This design comes from an exercise in tuning for small area and a short achievable clock period on the open sky130 flow, not from production work. Function was checked by simulation only, so behaviour that the tests miss may differ from the original. Power and IR drop assume default switching activity.

==> design.v <==
`default_nettype none
package prince_pkg;
    localparam int BLOCK_W     = 64;
    localparam int KEY_W       = 128;
    localparam int NIBBLE_W    = 4;
    localparam int NUM_NIBBLES = 16;
    localparam int HALF_ROUNDS = 5;           
    typedef logic [BLOCK_W-1:0] block_t;
    localparam logic [12*BLOCK_W-1:0] RC_TABLE = {
        64'h0000000000000000, 64'h13198a2e03707344, 64'ha4093822299f31d0,
        64'h082efa98ec4e6c89, 64'h452821e638d01377, 64'hbe5466cf34e90c6c,
        64'h7ef84f78fd955cb1, 64'h85840851f1ac43aa, 64'hc882d32f25323c54,
        64'h64a51195e0e3610d, 64'hd3b5a399ca0c2399, 64'hc0ac29b7c97c50dd
    };
    localparam logic [63:0] SBOX_TABLE     = 64'hBF32AC916780E5D4;
    localparam logic [63:0] SBOX_INV_TABLE = 64'hB732FD89A6405EC1;
    localparam logic [63:0] SR_TABLE     = 64'h05AF49E38D27C16B;
    localparam logic [63:0] SR_INV_TABLE = 64'h0DA741EB852FC963;
    localparam logic [15:0] M_MASK_TABLE = 16'b0111_1011_1101_1110;
    function automatic logic [BLOCK_W-1:0] rc(input integer idx);
        rc = RC_TABLE[12*BLOCK_W-1-BLOCK_W*idx -: BLOCK_W];
    endfunction
    function automatic logic [NIBBLE_W-1:0] get_nibble(input logic [BLOCK_W-1:0] b, input integer idx);
        get_nibble = b[BLOCK_W-1-NIBBLE_W*idx -: NIBBLE_W];
    endfunction
    function automatic logic [BLOCK_W-1:0] sub_nibbles(input logic [BLOCK_W-1:0] b, input logic inv);
        logic [3:0] n;
        for (int i = 0; i < NUM_NIBBLES; i++)
        begin
            n = b[NIBBLE_W*i +: NIBBLE_W];
            sub_nibbles[NIBBLE_W*i +: NIBBLE_W] = inv ? SBOX_INV_TABLE[63-4*n -: 4]
                                                      : SBOX_TABLE[63-4*n -: 4];
        end
    endfunction
    function automatic logic [BLOCK_W-1:0] nibble_perm(input logic [BLOCK_W-1:0] b, input logic inv);
        logic [3:0] src;
        for (int i = 0; i < NUM_NIBBLES; i++)
        begin
            src = inv ? SR_INV_TABLE[63-4*i -: 4] : SR_TABLE[63-4*i -: 4];
            nibble_perm[BLOCK_W-1-NIBBLE_W*i -: NIBBLE_W] = b[BLOCK_W-1-NIBBLE_W*src -: NIBBLE_W];
        end
    endfunction
    function automatic logic [BLOCK_W-1:0] s_layer(input logic [BLOCK_W-1:0] b);
        s_layer = sub_nibbles(b, 1'b0);
    endfunction
    function automatic logic [BLOCK_W-1:0] s_inv_layer(input logic [BLOCK_W-1:0] b);
        s_inv_layer = sub_nibbles(b, 1'b1);
    endfunction
    function automatic logic [BLOCK_W-1:0] shift_rows(input logic [BLOCK_W-1:0] b);
        shift_rows = nibble_perm(b, 1'b0);
    endfunction
    function automatic logic [BLOCK_W-1:0] shift_rows_inv(input logic [BLOCK_W-1:0] b);
        shift_rows_inv = nibble_perm(b, 1'b1);
    endfunction
    function automatic logic [BLOCK_W-1:0] m_prime(input logic [BLOCK_W-1:0] b);
        logic [NIBBLE_W-1:0] acc;
        integer hat;
        for (int q = 0; q < 4; q++)
        begin
            hat = (q == 1 || q == 2) ? 1 : 0;     
            for (int row = 0; row < 4; row++)
            begin
                acc = '0;
                for (int col = 0; col < 4; col++)
                    acc = acc ^ (b[BLOCK_W-1-NIBBLE_W*(4*q+col) -: NIBBLE_W]
                                 & M_MASK_TABLE[15-4*((row + col + hat) % 4) -: 4]);
                m_prime[BLOCK_W-1-NIBBLE_W*(4*q+row) -: NIBBLE_W] = acc;
            end
        end
    endfunction
endpackage
`default_nettype wire
`timescale 1ns/1ps
`default_nettype none
module prince_pre_whiten
(
    input  wire                          clk,
    input  wire                          sys_rst,
    input  wire                          in_valid,
    input  wire [prince_pkg::KEY_W-1:0]  key,          
    input  wire prince_pkg::block_t      plain_text,
    output prince_pkg::block_t           state,
    output prince_pkg::block_t           k1,
    output prince_pkg::block_t           k0p,
    output logic                         valid
);
    prince_pkg::block_t k0_w;
    prince_pkg::block_t k1_w;
    prince_pkg::block_t k0p_w;
    assign k1_w = key[prince_pkg::KEY_W-1 -: prince_pkg::BLOCK_W];
    assign k0_w = key[prince_pkg::BLOCK_W-1:0];
    assign k0p_w = {k0_w[0], k0_w[prince_pkg::BLOCK_W-1:1]}
                 ^ {{(prince_pkg::BLOCK_W-1){1'b0}}, k0_w[prince_pkg::BLOCK_W-1]};
    always_ff @(posedge clk)
    begin
        if (sys_rst)
            valid <= 1'b0;
        else
            valid <= in_valid;
    end
    always_ff @(posedge clk)
    begin
        if (in_valid)
        begin
            state <= plain_text ^ k0_w ^ k1_w ^ prince_pkg::rc(0);    
            k1    <= k1_w;
            k0p   <= k0p_w;
        end
    end
endmodule
`default_nettype wire
`timescale 1ns/1ps
`default_nettype none
module prince_fwd_round
#(
    parameter int round_idx = 1               
)
(
    input  wire                      clk,
    input  wire                      sys_rst,
    input  wire prince_pkg::block_t  state_in,
    input  wire prince_pkg::block_t  k1_in,
    input  wire prince_pkg::block_t  k0p_in,
    input  wire                      valid_in,
    output prince_pkg::block_t       state_out,
    output prince_pkg::block_t       k1_out,
    output prince_pkg::block_t       k0p_out,
    output logic                     valid_out
);
    prince_pkg::block_t sub_out;
    prince_pkg::block_t lin_out;
    prince_pkg::block_t rnd_out;
    assign sub_out = prince_pkg::s_layer(state_in);
    assign lin_out = prince_pkg::shift_rows(prince_pkg::m_prime(sub_out));   
    assign rnd_out = lin_out ^ prince_pkg::rc(round_idx) ^ k1_in;
    always_ff @(posedge clk)
    begin
        if (sys_rst)
            valid_out <= 1'b0;
        else
            valid_out <= valid_in;
    end
    always_ff @(posedge clk)
    begin
        if (valid_in)
        begin
            state_out <= rnd_out;
            k1_out    <= k1_in;         
            k0p_out   <= k0p_in;
        end
    end
endmodule
`default_nettype wire
`timescale 1ns/1ps
`default_nettype none
module prince_middle
(
    input  wire                      clk,
    input  wire                      sys_rst,
    input  wire prince_pkg::block_t  state_in,
    input  wire prince_pkg::block_t  k1_in,
    input  wire prince_pkg::block_t  k0p_in,
    input  wire                      valid_in,
    output prince_pkg::block_t       state_out,
    output prince_pkg::block_t       k1_out,
    output prince_pkg::block_t       k0p_out,
    output logic                     valid_out
);
    prince_pkg::block_t sub_out;
    prince_pkg::block_t lin_out;
    assign sub_out = prince_pkg::s_layer(state_in);
    assign lin_out = prince_pkg::m_prime(sub_out);
    always_ff @(posedge clk)
    begin
        if (sys_rst)
            valid_out <= 1'b0;
        else
            valid_out <= valid_in;
    end
    always_ff @(posedge clk)
    begin
        if (valid_in)
        begin
            state_out <= prince_pkg::s_inv_layer(lin_out);
            k1_out    <= k1_in;
            k0p_out   <= k0p_in;       
        end
    end
endmodule
`default_nettype wire
`timescale 1ns/1ps
`default_nettype none
module prince_rev_round
#(
    parameter int round_idx = 6               
)
(
    input  wire                      clk,
    input  wire                      sys_rst,
    input  wire prince_pkg::block_t  state_in,
    input  wire prince_pkg::block_t  k1_in,
    input  wire prince_pkg::block_t  k0p_in,
    input  wire                      valid_in,
    output prince_pkg::block_t       state_out,
    output prince_pkg::block_t       k1_out,
    output prince_pkg::block_t       k0p_out,
    output logic                     valid_out
);
    prince_pkg::block_t key_out;
    prince_pkg::block_t lin_out;
    assign key_out = state_in ^ prince_pkg::rc(round_idx) ^ k1_in;
    assign lin_out = prince_pkg::m_prime(prince_pkg::shift_rows_inv(key_out));    
    always_ff @(posedge clk)
    begin
        if (sys_rst)
            valid_out <= 1'b0;
        else
            valid_out <= valid_in;
    end
    always_ff @(posedge clk)
    begin
        if (valid_in)
        begin
            state_out <= prince_pkg::s_inv_layer(lin_out);
            k1_out    <= k1_in;
            k0p_out   <= k0p_in;
        end
    end
endmodule
`default_nettype wire
`timescale 1ns/1ps
`default_nettype none
module prince_post_whiten
(
    input  wire                      clk,
    input  wire                      sys_rst,
    input  wire prince_pkg::block_t  state_in,
    input  wire prince_pkg::block_t  k1_in,
    input  wire prince_pkg::block_t  k0p_in,
    input  wire                      valid_in,
    output prince_pkg::block_t       cipher_text,
    output logic                     out_valid
);
    always_ff @(posedge clk)
    begin
        if (sys_rst)
            out_valid <= 1'b0;
        else
            out_valid <= valid_in;
    end
    always_ff @(posedge clk)
    begin
        if (valid_in)
            cipher_text <= state_in ^ prince_pkg::rc(11) ^ k1_in ^ k0p_in;    
    end
endmodule
`default_nettype wire
`timescale 1ns/1ps
`default_nettype none
module prince_top
(
    input  wire                          clk,
    input  wire                          sys_rst,
    input  wire                          in_valid,
    input  wire [prince_pkg::KEY_W-1:0]  key,
    input  wire prince_pkg::block_t      plain_text,
    output prince_pkg::block_t           cipher_text,
    output logic                         out_valid
);
    prince_pkg::block_t st_state [0:2*prince_pkg::HALF_ROUNDS+1];
    prince_pkg::block_t st_k1    [0:2*prince_pkg::HALF_ROUNDS+1];
    prince_pkg::block_t st_k0p   [0:2*prince_pkg::HALF_ROUNDS+1];
    logic               st_valid [0:2*prince_pkg::HALF_ROUNDS+1];
    prince_pre_whiten i_pre_whiten (
        .clk        (clk),
        .sys_rst    (sys_rst),
        .in_valid   (in_valid),
        .key        (key),
        .plain_text (plain_text),
        .state      (st_state[0]),
        .k1         (st_k1[0]),
        .k0p        (st_k0p[0]),
        .valid      (st_valid[0])
    );
    for (genvar g = 0; g < prince_pkg::HALF_ROUNDS; g++)
    begin : g_fwd
        prince_fwd_round #(.round_idx(g + 1)) i_round (
            .clk       (clk),
            .sys_rst   (sys_rst),
            .state_in  (st_state[g]),
            .k1_in     (st_k1[g]),
            .k0p_in    (st_k0p[g]),
            .valid_in  (st_valid[g]),
            .state_out (st_state[g+1]),
            .k1_out    (st_k1[g+1]),
            .k0p_out   (st_k0p[g+1]),
            .valid_out (st_valid[g+1])
        );
    end
    prince_middle i_middle (
        .clk       (clk),
        .sys_rst   (sys_rst),
        .state_in  (st_state[prince_pkg::HALF_ROUNDS]),
        .k1_in     (st_k1[prince_pkg::HALF_ROUNDS]),
        .k0p_in    (st_k0p[prince_pkg::HALF_ROUNDS]),
        .valid_in  (st_valid[prince_pkg::HALF_ROUNDS]),
        .state_out (st_state[prince_pkg::HALF_ROUNDS+1]),
        .k1_out    (st_k1[prince_pkg::HALF_ROUNDS+1]),
        .k0p_out   (st_k0p[prince_pkg::HALF_ROUNDS+1]),
        .valid_out (st_valid[prince_pkg::HALF_ROUNDS+1])
    );
    for (genvar g = 0; g < prince_pkg::HALF_ROUNDS; g++)
    begin : g_rev
        prince_rev_round #(.round_idx(prince_pkg::HALF_ROUNDS + 1 + g)) i_round (
            .clk       (clk),
            .sys_rst   (sys_rst),
            .state_in  (st_state[prince_pkg::HALF_ROUNDS+1+g]),
            .k1_in     (st_k1[prince_pkg::HALF_ROUNDS+1+g]),
            .k0p_in    (st_k0p[prince_pkg::HALF_ROUNDS+1+g]),
            .valid_in  (st_valid[prince_pkg::HALF_ROUNDS+1+g]),
            .state_out (st_state[prince_pkg::HALF_ROUNDS+2+g]),
            .k1_out    (st_k1[prince_pkg::HALF_ROUNDS+2+g]),
            .k0p_out   (st_k0p[prince_pkg::HALF_ROUNDS+2+g]),
            .valid_out (st_valid[prince_pkg::HALF_ROUNDS+2+g])
        );
    end
    prince_post_whiten i_post_whiten (
        .clk         (clk),
        .sys_rst     (sys_rst),
        .state_in    (st_state[2*prince_pkg::HALF_ROUNDS+1]),
        .k1_in       (st_k1[2*prince_pkg::HALF_ROUNDS+1]),
        .k0p_in      (st_k0p[2*prince_pkg::HALF_ROUNDS+1]),
        .valid_in    (st_valid[2*prince_pkg::HALF_ROUNDS+1]),
        .cipher_text (cipher_text),
        .out_valid   (out_valid)
    );
endmodule
`default_nettype wire
==> run.sh <==
#!/bin/bash
# synth_recipe.tcl (not shown) runs the flow's synth.tcl, then flattens the netlist and writes it again
# the make line also repeats each setting of config.mk as NAME=value (left out here)
make -C /OpenROAD-flow-scripts/flow DESIGN_CONFIG=/design/flow/config.mk WORK_HOME=/design/flow/orfs CLKGATE_MAP_FILE= SYNTH_SCRIPT=/design/flow/synth_recipe.tcl finish
==> config.mk <==
export PLATFORM = sky130hd
export DESIGN_NAME = prince_top
export DESIGN_NICKNAME = prince_top
export VERILOG_FILES = /design/flow/design.v
export SDC_FILE = /design/flow/constraint.sdc
export NUM_CORES = 4
export LEC_CHECK = 0
export CAP_MARGIN = 20
export CORE_MARGIN = 2
export CORE_UTILIZATION = 40
export SLEW_MARGIN = 20
==> constraint.sdc <==
create_clock -name core_clock -period 3.2 [get_ports {clk}]
set_input_delay 0.6400 -clock core_clock [delete_from_list [all_inputs] [get_ports {clk}]]
set_output_delay 0.6400 -clock core_clock [all_outputs]
set_load 0.01 [all_outputs]
==> run notes <==
* Main combinational cell family by area after synthesis: XOR/XNOR gates
* Worst-path fanout max at 5
* CP Data Arrival Time at 3600 ps
* DR vias at 61400
* Initial core utilization at 40.2%
* Post-Synthesis Net Count at 8778
* DR WL/cell at 22.9 um
* Register area share after synthesis at 61.6%
* Drt pass-1 iters at 6
* Post-synth top cells: 2368 x edfxtp_1, 1516 x xnor2_1, 833 x ha_1
* Cell Area, Synth at 116000 um2
* Antenna Nets Post-Route at 0
* Hold buffer count at cts at 0
* Synth Warn # at 18
* Number of global-route vias before repair at 61800
* Post-synth top flop: edfxtp_1
* Clock buffer depth at 4
* Post-synth ARST share at 0%
* Synth cell types at 61
* Number of fill cells at 24600
* Slew HR at 27.7%
* Final Critical Period at 3060 ps
* FF-to-FF path depth at 9
* Pleak at 47.8 nW
* Crit Reg-Reg Startpoint: g_fwd[4].i_round.state_out[20]
* Total GRT Usage at 19.2%
* CTS tree: built
* Area contributors post-synth: edfxtp_1 61%, xnor2_1 11%, ha_1 9.0%
* RR Endpoint: i_middle.state_out[17]
* Violation count after the first detailed-routing iteration at 4761
* Setup violators final at 0
* Max-cap violations at 0
* RSZ-0062 raised after global routing: no
* Synthesized-area fraction occupied by and/or/nand/nor cells at 2.62%
* DR vias/cell at 4.93
* DR top layer: met4
* Crit start category: flop
* Core area at 288000 um2
* Antenna violations before repair at 31
* H-tree Lvls at 5
* Skew final at 33.8 ps
* Total power draw at 0.0793 W
* Yosys reg bits at 2381
* Period utilisation layout at 95.5%
* WP data required at 3750 ps
* Row cnt at 197
* Status: finished clean
* IO Pins at 260
* Final Wtd Congestion at 0.880
* Critical Path End: i_middle.state_out[17]
* EDFF count, synth at 2368
* Reg2Reg Setup Slack at 140 ps
* Chip Width at 542 um
* Cell area after placement at 125000 um2
* Count leader, synth: edfxtp_1
* TritonCTS buffer count at 266
* Die Area at 294000 um2
* Post-synthesis xor/xnor area fraction at 15.2%
* M1 WL at 113000 um
* Root Driver: clkbuf_16
* Die Y at 542 um
* Register clock-pin slew on the reported worst setup and hold paths at 60 ps
* WHS at 364 ps
* Max Clk Rate at 327 MHz
* Mux cell area share after synthesis at 5.18%
* Post-Synthesis Cells at 7750
* DP HPWL at 233000 um
* Final net count at 9495
* DRC at 0
* Met2 Wirelength at 144000 um
* Synth area leader: edfxtp_1
* Power per cell area at 592 nW/um2
* WL final at 286000 um
* Crit path capture type: flop
* Worst vdd ir at 0.423 mV
* Metal3 WL at 12600 um
* Area fraction of the dominant cell type after synthesis at 61.3%
* Post-Synth Adder-Cell Area at 8.99%
* Sink Count at 2381
* Total grt overflow at 0
* Post-synthesis compound-gate area fraction at 4.07%
* Share of layout cells above drive strength 1 at 9.88%
* Worst Hold Class: input port to flop
* Max Slew Vio Count at 0
* Worst hold path startpoint: in_valid
* Worst-Skew Late Latency at 840 ps
* Final Hold Vio Count at 0
* Syn avg cell area at 15.0 um2
* Area Growth Syn to Fin at 15.5%
* Least-Margin Pin Slew at 1070 ps
* First-pass GRT wire length at 412000 um
* Classification of the worst setup path: flop to flop
* Post-route cell area at 134000 um2
* Port bufs at 259
* Largest net degree at the start of global routing at 88
* CP Launch Point: g_fwd[4].i_round.state_out[20]
==> sequential cells by signal, summed over array words and instances, names as in the netlist, 320 cells and up <==
| register | cells |
|---|---|
| g_fwd.i_round.k0p_out | 320 |
| g_rev.i_round.state_out | 320 |
| g_rev.i_round.k0p_out | 320 |
| g_fwd.i_round.k1_out | 320 |
| g_fwd.i_round.state_out | 320 |
| g_rev.i_round.k1_out | 320 |
==> layout by cell type, fill, tap and decap left out, types with 21 or more instances in the layout <==
master | netlist | routed
a211oi_1 | 33 | 32
inv_1 | 711 | 711
clkbuf_1 | 12 | 45
nand2b_1 | 34 | 34
a21oi_1 | 161 | 161
buf_12 | 0 | 21
ha_1 | 833 | 833
clkdlybuf4s50_1 | 0 | 258
clkbuf_16 | 0 | 272
xor2_1 | 462 | 462
edfxtp_1 | 2368 | 2368
clkinv_2 | 0 | 37
buf_4 | 3 | 189
clkinv_1 | 0 | 47
mux4_2 | 191 | 191
bufinv_16 | 0 | 33
o21ai_0 | 362 | 361
nand3_1 | 88 | 88
nor2b_1 | 28 | 28
a21o_1 | 52 | 52
xnor2_1 | 1516 | 1514
mux2i_1 | 131 | 131
a31oi_1 | 22 | 22
mux2_2 | 30 | 30
nor3_1 | 102 | 102
nand2_1 | 138 | 138
a221oi_1 | 31 | 31
nor2_1 | 226 | 226
==> report_power, final <==
part / internal [W] / switching (W) / leakage, nW / total, W
Combinational: 0.00504 / 0.00640 / 21.9 / 0.0114
Clock: 0.0184 / 0.0124 / 4.26 / 0.0308
Sequential: 0.0360 / 0.00112 / 21.7 / 0.0371
Total: 0.0594 / 0.0199 / 47.8 / 0.0793
==> layout make-up <==
class	count	area [um2]	area share, %
multi-input cells	4638	41800	31.3
clock inverters	154	1780	1.33
diodes	8	20.0	0.0150
well taps	3781	4730	3.53
clock buffers	317	6980	5.21
inverters	711	2670	1.99
flip-flops and latches	2381	71400	53.3
repair buffers	469	4440	3.31
==> critical path, stage by stage (launching register included) <==
cell and delay, ps:
edfxtp_1 450, inv_1 150, ha_1 240, mux4_2 500, xor2_1 320, xnor2_1 210
inv_1 130, xnor2_1 180, nor2_1 90, a211oi_4 510
==> cells by family after synthesis <==
| group | Yosys count |
|---|---|
| xor+xnor | 1994 |
| buf+inv | 731 |
| flops | 2381 |
| fa+ha+maj | 833 |
| simple gates | 661 |
| mux | 354 |
| compound gates | 796 |
==> stage by stage <==
stage	utilization, %	worst slack (ps)	instances	TNS (ps)
final	46.5	144	12500	0
after global placement	43.4	-573	12000	-573
after detailed placement	43.4	-52.1	12000	-52.1
after floorplan	-	210	7750	0
after CTS	46.4	56.5	12500	0
after global routing	46.4	20.0	12500	0
==> per-layer routing <==
metal | up-vias | track usage (%)
li1 | 29000 | -
met1 | 30300 | 23.0
met2 | 1588 | 34.0
met3 | 501 | 2.26
met4 | 0 | 9.80
met5 | - | 0
==> repair_timing <==
item | 4_1_cts | 5_1_grt
setup buffers | 0 | 0
hold endpoints to repair | 0 | 0
gates cloned | 0 | 0
resized for setup | 1 | 2
setup endpoints to repair | 1 | 2
==> worst min-delay path by stage <==
stage | end | slack, ps | cells past startpoint
after detailed placement | g_fwd[0].i_round.k0p_out[20] | 400 | 0
after global placement | g_rev[2].i_round.k0p_out[41] | 400 | 0
after global routing | i_pre_whiten.k1[19] | 330 | 1
after floorplan | g_fwd[0].i_round.k0p_out[0] | 400 | 0
after CTS | i_pre_whiten.k1[19] | 300 | 1
final | i_pre_whiten.k0p[39] | 360 | 1

[separate check: timing with driven ports]
No port has a modelled driver above. Below, the same layout with a new extraction and two added sets of constraints. Step 1: set_driving_cell puts a clkbuf_16 on clk and a buf_2 on each other input, an assumption about the parent block. Step 2 moves the port delays by t, midway between the first and last clock arrival at a register: inputs arrive t later, outputs are due t later. That takes back most of the time a late clock gives input paths. Three values: ideal ports, drivers, drivers and shift; two values: the first two.
t (ns): 0.922
setup slack, ns: 0.144 / 0.144 / 0.144
hold WS [ns]: 0.364 / 0.294 / 0.403
cell pins on the clock port's net: 1
After both steps setup and hold are still met in this run. For this run, drivers alone change the setup slack by 0.000 ns; drivers and shift together by 0.000 ns.
